What follows belongs to an exercise in optimizing a design on an open flow for small area, a short achievable clock period and few clock cycles per item; a production flow would make more cautious choices.
Function was checked by simulation only, so behaviour that the tests miss may differ from the original.
Power figures rest on the tool's default switching activity, not on a simulated workload.

File: flow/run.sh
#!/bin/bash
# synth_recipe.tcl (not shown) runs the flow's synth.tcl, then flattens the netlist and writes it again
# the make line also repeats each setting of config.mk as NAME=value (left out here)
make -C /OpenROAD-flow-scripts/flow DESIGN_CONFIG=/design/flow/config.mk WORK_HOME=/design/flow/orfs CLKGATE_MAP_FILE= SYNTH_SCRIPT=/design/flow/synth_recipe.tcl finish
File: flow/config.mk
export PLATFORM = sky130hd
export DESIGN_NAME = fifo_replacement_kv_cache
export DESIGN_NICKNAME = fifo_replacement_kv_cache
export VERILOG_FILES = /design/flow/design.v
export SDC_FILE = /design/flow/constraint.sdc
export NUM_CORES = 4
export LEC_CHECK = 0
export CAP_MARGIN = 20
export CORE_MARGIN = 2
export CORE_UTILIZATION = 35
export PLACE_DENSITY = 0.45
export SLEW_MARGIN = 20
export SYNTH_MEMORY_MAX_BITS = 16384
File: flow/constraint.sdc
create_clock -name core_clock -period 8.0 [get_ports {clk_i}]
set_input_delay 1.6000 -clock core_clock [delete_from_list [all_inputs] [get_ports {clk_i}]]
set_output_delay 1.6000 -clock core_clock [all_outputs]
set_load 0.01 [all_outputs]
File: flow/design.v
package fkvc_pkg;
  localparam int DEPTH    = 32;
  localparam int KEY_BITS = 64;
  localparam int SLOT_W  = (DEPTH > 1) ? $clog2(DEPTH) : 1;
  localparam int COUNT_W = $clog2(DEPTH + 1);
  localparam int CAP_W   = 7;
  localparam int KEY_W   = 64;
  localparam int VAL_W   = 32;
  localparam logic [CAP_W-1:0] CAP_RESET  = CAP_W'(64);
  localparam logic signed [VAL_W-1:0] MISS_VALUE = -32'sd1;
  typedef enum logic {
    CMD_GET = 1'b0,
    CMD_PUT = 1'b1
  } command_e;
  typedef struct packed {
    logic start;
    logic issue;
    logic finish;
    logic load_out;
  } dp_cmd_t;
  typedef struct packed {
    logic match;
    logic exhausted;
    logic out_free;
  } dp_stat_t;
endpackage
import fkvc_pkg::*;
module fifo_replacement_kv_cache
(
  input  logic                    clk_i,
  input  logic                    rst_ni,
  input  logic                    in_valid_i,
  output logic                    in_ready_o,
  input  logic                    command_i,
  input  logic [KEY_W-1:0]        key_i,
  input  logic signed [VAL_W-1:0] value_i,
  output logic                    out_valid_o,
  input  logic                    out_ready_i,
  output logic                    found_o,
  output logic signed [VAL_W-1:0] read_value_o,
  input  logic                    cfg_we_i,
  input  logic [CAP_W-1:0]        cfg_wdata_i
);
  logic               s1_vld_q;
  logic               s1_cmd_q;
  logic [KEY_W-1:0]   s1_key_q;
  logic [VAL_W-1:0]   s1_val_q;
  logic               in_ready_q;
  always_ff @(posedge clk_i or negedge rst_ni) begin
    if (!rst_ni) begin
      s1_vld_q <= 1'b0;
    end else begin
      s1_vld_q <= in_valid_i && in_ready_q;
    end
  end
  always_ff @(posedge clk_i) begin
    s1_cmd_q <= command_i;
    s1_key_q <= key_i;
    s1_val_q <= value_i;
  end
  logic [KEY_W-1:0]   tkey_q [DEPTH];
  logic [VAL_W-1:0]   tval_q [DEPTH];
  logic [DEPTH-1:0]   valid_q;
  logic [SLOT_W-1:0]  oldest_q;
  logic [SLOT_W-1:0]  ins_q;       
  logic [COUNT_W-1:0] count_q;
  logic [COUNT_W-1:0] cap_q;       
  logic [DEPTH-1:0]   match;
  logic               hit;
  logic [VAL_W-1:0]   rd_val;
  logic               put, insert, evict, full;
  logic [DEPTH-1:0]   we_key, we_val;
  always_comb begin
    rd_val = '0;
    for (int i = 0; i < DEPTH; i++) begin
      match[i] = valid_q[i] && (tkey_q[i] == s1_key_q);
      rd_val   = rd_val | ({VAL_W{match[i]}} & tval_q[i]);
    end
  end
  assign hit    = |match;
  assign put    = s1_vld_q && s1_cmd_q;
  assign full   = count_q[COUNT_W-1];            
  assign insert = put && !hit;
  assign evict  = insert && (count_q >= cap_q);
  always_comb begin
    for (int i = 0; i < DEPTH; i++) begin
      we_key[i] = put && !(full && hit) && (ins_q == SLOT_W'(i));
      we_val[i] = we_key[i] || (put && match[i]);
    end
  end
  for (genvar i = 0; i < DEPTH; i++) begin : g_entry
    always_ff @(posedge clk_i) begin
      if (we_key[i]) tkey_q[i] <= s1_key_q;
      if (we_val[i]) tval_q[i] <= s1_val_q;
    end
    always_ff @(posedge clk_i or negedge rst_ni) begin
      if (!rst_ni) begin
        valid_q[i] <= 1'b0;
      end else if (insert && ins_q == SLOT_W'(i)) begin
        valid_q[i] <= 1'b1;
      end else if (evict && oldest_q == SLOT_W'(i)) begin
        valid_q[i] <= 1'b0;
      end
    end
  end
  always_ff @(posedge clk_i or negedge rst_ni) begin
    if (!rst_ni) begin
      oldest_q <= '0;
      ins_q    <= '0;
      count_q  <= '0;
      cap_q    <= COUNT_W'(DEPTH);
    end else begin
      if (cfg_we_i) begin
        if (cfg_wdata_i == '0)                cap_q <= COUNT_W'(1);
        else if (int'(cfg_wdata_i) > DEPTH)   cap_q <= COUNT_W'(DEPTH);
        else                                  cap_q <= COUNT_W'(cfg_wdata_i);
      end
      if (insert) begin
        ins_q <= ins_q + SLOT_W'(1);
        if (evict) oldest_q <= oldest_q + SLOT_W'(1);
        else       count_q  <= count_q + COUNT_W'(1);
      end
    end
  end
  logic             r_found;
  logic [VAL_W-1:0] r_value;
  assign r_found = hit;
  assign r_value = s1_cmd_q ? '0 : (rd_val | {VAL_W{!hit}});
  logic [2:0]       qv_q;               
  logic             qf_q [3];
  logic [VAL_W-1:0] qd_q [3];
  logic             deq;
  logic [2:0]       qv_s;               
  logic [2:0]       qv_d;
  assign deq  = qv_q[0] && out_ready_i;
  assign qv_s = deq ? {1'b0, qv_q[2:1]} : qv_q;
  assign qv_d = s1_vld_q ? {qv_s[1:0], 1'b1} : qv_s;
  always_ff @(posedge clk_i or negedge rst_ni) begin
    if (!rst_ni) begin
      qv_q       <= '0;
      in_ready_q <= 1'b1;
    end else begin
      qv_q       <= qv_d;
      in_ready_q <= !(qv_d[2] || (qv_d[1] && in_valid_i && in_ready_q));
    end
  end
  for (genvar j = 0; j < 3; j++) begin : g_q
    always_ff @(posedge clk_i) begin
      if (s1_vld_q && !qv_s[j] && (j == 0 || qv_s[j-1])) begin
        qf_q[j] <= r_found;
        qd_q[j] <= r_value;
      end else if (deq) begin
        if (j < 2) begin
          qf_q[j] <= qf_q[(j < 2) ? j + 1 : j];
          qd_q[j] <= qd_q[(j < 2) ? j + 1 : j];
        end
      end
    end
  end
  assign in_ready_o   = in_ready_q;
  assign out_valid_o  = qv_q[0];
  assign found_o      = qf_q[0];
  assign read_value_o = qd_q[0];
endmodule
==> summary.txt <==
[layout make-up]
class                           count  share of cell area
Timing Repair Buffer              565              0.0339
Tap cell                         5242              0.0408
Clock inverter                    192              0.0103
Multi-Input combinational cell   5183               0.233
Inverter                          180             0.00420
Antenna cell                        8            0.000124
Sequential cell                  3327               0.615
Clock buffer                      488              0.0628
[flip-flops by register name, summed over array words and instances, names as in the netlist, 5 cells and up]
| register | count |
|---|---|
| tkey_q | 2048 |
| tval_q | 1024 |
| qd_q | 96 |
| s1_key_q | 64 |
| s1_val_q | 32 |
| valid_q | 32 |
| cap_q | 6 |
| count_q | 6 |
| ins_q | 5 |
| oldest_q | 5 |
[metal layers]
| layer | vias to the layer above | share of wire |
|---|---|---|
| met1 | 45563 | 0.42 |
| met3 | 859 | 0.068 |
| met4 | 6 | 0.046 |
| met2 | 4079 | 0.46 |
| li1 | 36352 | - |
| met5 | - | 0.00027 |
[worst min path at each step]
| stage | start | endpoint | slack, ns | cells after the start |
|---|---|---|---|---|
| 2_1_floorplan | valid_q[7]$_DFFE_PN0P_ | valid_q[7]$_DFFE_PN0P_ | 0.45 | 1 |
| 3_3_place_gp | s1_key_q[54]$_DFF_P_ | tkey_q[9][54]$_DFFE_PP_ | 0.48 | 0 |
| 3_5_place_dp | s1_key_q[54]$_DFF_P_ | tkey_q[9][54]$_DFFE_PP_ | 0.49 | 0 |
| 4_1_cts | s1_key_q[54]$_DFF_P_ | tkey_q[9][54]$_DFFE_PP_ | 0.50 | 0 |
| 5_1_grt | s1_key_q[54]$_DFF_P_ | tkey_q[9][54]$_DFFE_PP_ | 0.51 | 0 |
| 6_report | s1_key_q[54]$_DFF_P_ | tkey_q[9][54]$_DFFE_PP_ | 0.51 | 0 |
[cell usage after synthesis (36+ instances only)]
| cell type | instances | area share |
|---|---|---|
| xnor2_1 | 1054 | 0.067 |
| nor2b_1 | 92 | 0.0041 |
| nor2_1 | 95 | 0.0026 |
| o22ai_1 | 71 | 0.0032 |
| dfrtp_1 | 57 | 0.010 |
| xor2_1 | 575 | 0.036 |
| and4_1 | 104 | 0.0066 |
| clkbuf_1 | 350 | 0.0095 |
| o21ai_1 | 75 | 0.0027 |
| nor3_1 | 367 | 0.013 |
| nand2_1 | 359 | 0.0097 |
| or3_1 | 48 | 0.0022 |
| nand4_1 | 694 | 0.031 |
| and3_1 | 122 | 0.0055 |
| nand2b_1 | 188 | 0.0085 |
| buf_2 | 153 | 0.0055 |
| edfxtp_1 | 3171 | 0.69 |
| and2_1 | 42 | 0.0019 |
| buf_4 | 73 | 0.0040 |
| o2bb2ai_1 | 61 | 0.0039 |
| o32ai_1 | 36 | 0.0023 |
| o21ai_0 | 47 | 0.0017 |
| nand3_1 | 369 | 0.013 |
| o2111ai_1 | 66 | 0.0042 |
| dfxtp_1 | 97 | 0.014 |
| inv_1 | 157 | 0.0042 |
| nor4_1 | 291 | 0.013 |
| a2111oi_0 | 56 | 0.0035 |
[report_power, final]
part / total [mW] / internal, mW / switching (mW)
clock: 16.9 / 9.70 / 7.23
sequential: 20.4 / 19.8 / 0.623
combinational: 2.86 / 0.917 / 1.94
total: 40.2 / 30.4 / 9.79
[metrics by stage]
| step | util | std cells | cell area, µm² | hold WS (ns) |
|---|---|---|---|---|
| after global placement | 0.376 | 14477 | 148000 | 0.476 |
| after floorplan | - | 9307 | 139000 | 0.450 |
| after global routing | 0.407 | 15178 | 161000 | 0.507 |
| after CTS | 0.406 | 15170 | 161000 | 0.504 |
| after detailed placement | 0.376 | 14490 | 149000 | 0.487 |
| final | 0.407 | 15185 | 161000 | 0.506 |
[logic make-up (layout without fill, tap and decap cells)]
group | count (synthesis) | after routing | synth area share
multiplexers | 3 | 3 | 0.000234
adder cells (fa/ha/maj) | 19 | 19 | 0.00171
other | 0 | 8 | 0
AO/OA/AOI/OAI | 691 | 691 | 0.0385
flip-flops | 3327 | 3327 | 0.711
AND/OR/NAND/NOR | 2841 | 2841 | 0.120
buffers and inverters | 797 | 1425 | 0.0261
XOR/XNOR | 1629 | 1629 | 0.103
==> out/summary.txt <==
Outcome -> finished clean
Worst Tran Pin Value -> 1.20 ns
MaxCap Viol Count -> 0
Maximum clock path buffer count -> 4
Post-synth cell types -> 74
Filler Cells Inserted -> 36334
First-pass GRT wire length -> 739000 µm
Kind of launch point of the worst setup path -> flip-flop
Number of input and output port buffers inserted -> 143
Clock tree from TritonCTS -> done
Combined area of the multi-input logic cells -> 0.0374 mm²
Peak Freq -> 149 MHz
Initial core utilization -> 0.351
Crit path kind -> reg2reg
Post-DP HPWL -> 344000 µm
Remaining routing DRC violations -> 0
Max-slew violation total from the final report -> 0
Number of enable-type register cells in the synthesized netlist -> 3171
Floorplan die area -> 0.401 mm²
Fraction of layout cells with a size suffix above 1 -> 0.122
Highest-utilization routing layer at the global route stage -> met2
Length in cells of the worst reg-to-reg path -> 13
Antenna violations before repair -> 58
Share of the clock period used by the worst path after layout -> 0.839
Most frequent cells in the layout -> edfxtp_1, xnor2_1, nand4_1
Total power consumption of the routed design -> 40.2 mW
Slack of the critical path -> 1.29 ns
GRT Util Overall -> 0.267
Endpoint required time on the critical path -> 8.57 ns
Most common library cell in the layout ignoring fill and taps -> edfxtp_1
Critical Path AT -> 7.28 ns
Critical Path Max Stage Delay -> 0.92 ns
Worst-path cell with the longest stage delay -> nor3_1
Count of state elements after synthesis -> 3327
Placeable Area -> 0.395 mm²
Synthesized instance count -> 9307
Number of rows in the core area -> 231
Worst-case clock skew -> 0.0758 ns
Setup slack after placement -> 1.50 ns
Setup fix buffers added after clock tree synthesis -> 0
DR vias/cell -> 5.72
Global Route met2 Usage -> 0.429
Placer Congestion -> 0.912
End point of the critical path -> tkey_q[25][8]$_DFFE_PP_
Quantity of gates resized following cts -> 0
H-tree lvl count -> 5
Drt first pass iters -> 9
Pin count of the biggest net entering global routing -> 65
Cell-by-cell listing of the critical path -> buf_4 > buf_4 > xnor2_1 > nand3_1 > nor3_1 > nand4_1 > a2bb2o_1 > nor4_1 > and4_4 > buf_4 > o21ai_0 > inv_2 > buf_4
Leak -> 49.4 nW
Antenna Violating Nets Remaining -> 0
Clock transition at the registers of the reported paths -> 0.06 ns
Netlist Area Pre-Place -> 0.139 mm²
Vertical extent of the die -> 634 µm
Clock Sink Count -> 3327
Total grt overflow -> 0
Number of warning messages in the yosys log -> 6
Instance count on the critical path -> 13
Number of buffers inserted during clock tree synthesis -> 375
FF+latch area -> 0.0989 mm²
Worst reg2reg path startpoint -> s1_key_q[6]$_DFF_P_
Global-route met1 utilization -> 0.366
Synthesized netlist net count -> 9435
Cell family with the largest share of critical-path delay -> simple AND/OR/NAND/NOR gates
Power per cell area -> 250 mW/mm²
Layout overhead on the synthesized area -> 15.9%
Skew-Pair Late Insertion Delay -> 0.99 ns
Ports placed on the boundary -> 144
Worst Hold Class -> reg2reg
Most used cell along the critical path -> buf_4
Final nets -> 9760
Avg Synthesized Cell Area -> 14.9 µm²
Average routed wire per standard cell -> 36.1 µm
Crit. End Element -> flip-flop
Final critical delay including setup and external delays -> 6.71 ns
Root Driver -> clkbuf_16
Critical path startpoint -> s1_key_q[6]$_DFF_P_
Proportion of synthesized flip-flops having asynchronous set or reset -> 0.0177
Initial DRC Count -> 11301
Worst r2r dst -> tkey_q[25][8]$_DFFE_PP_
Met3 routing resource usage after global routing -> 0.0357
Setup violators final -> 0
Detailed-route wire length -> 549000 µm
Post-CTS Hold Buffers -> 0
Vias after detailed routing -> 86859
Via count of the first global-routing pass -> 83772
Top fanout value on the critical path -> 64
Fin Setup TNS -> 0 ns
Width of the die -> 634 µm
RSZ-0062 raised after global routing -> no
Most used flip-flop cell after synthesis -> edfxtp_1
Number of buffers and inverters on the critical path -> 5
Largest vdd supply drop -> 173 µV
Sequential-to-total area share from yosys stat -> 0.711
Final number of hold-violating endpoints -> 0
Minimum setup slack among reg-to-reg paths -> 1.29 ns
Relative slew slack -> 0.199
Testbench counts, summed over its fixed seeds: cycles 8,016, items 8,000.

==> what the ideal ports hide <==
How much do the figures lean on ideal ports? The routed layout below was timed once more, with nothing changed but the port constraints. Step 1 (the two cells are an assumption about what drives the block):
set clk [get_ports {clk_i}]
set_driving_cell -lib_cell sky130_fd_sc_hd__clkbuf_16 $clk
set_driving_cell -lib_cell sky130_fd_sc_hd__buf_2 [delete_from_list [all_inputs] $clk]
Step 2 moves the port delays by t, midway between the first and last clock arrival at a register: inputs arrive t later, outputs are due t later. That takes back most of the time a late clock gives input paths. Three values: ideal ports, drivers, drivers and shift; two values: the first two.
shift t [ns]: 1.058
slack for setup (ns): 1.291 / 1.291 / 1.291
hold slack, ns: 0.506 / 0.475 / 0.506
worst slew at a driven data input, ns: 0.11
After both steps setup and hold are still met in this run. For this run, drivers alone change the setup slack by 0.000 ns; drivers and shift together by 0.000 ns.
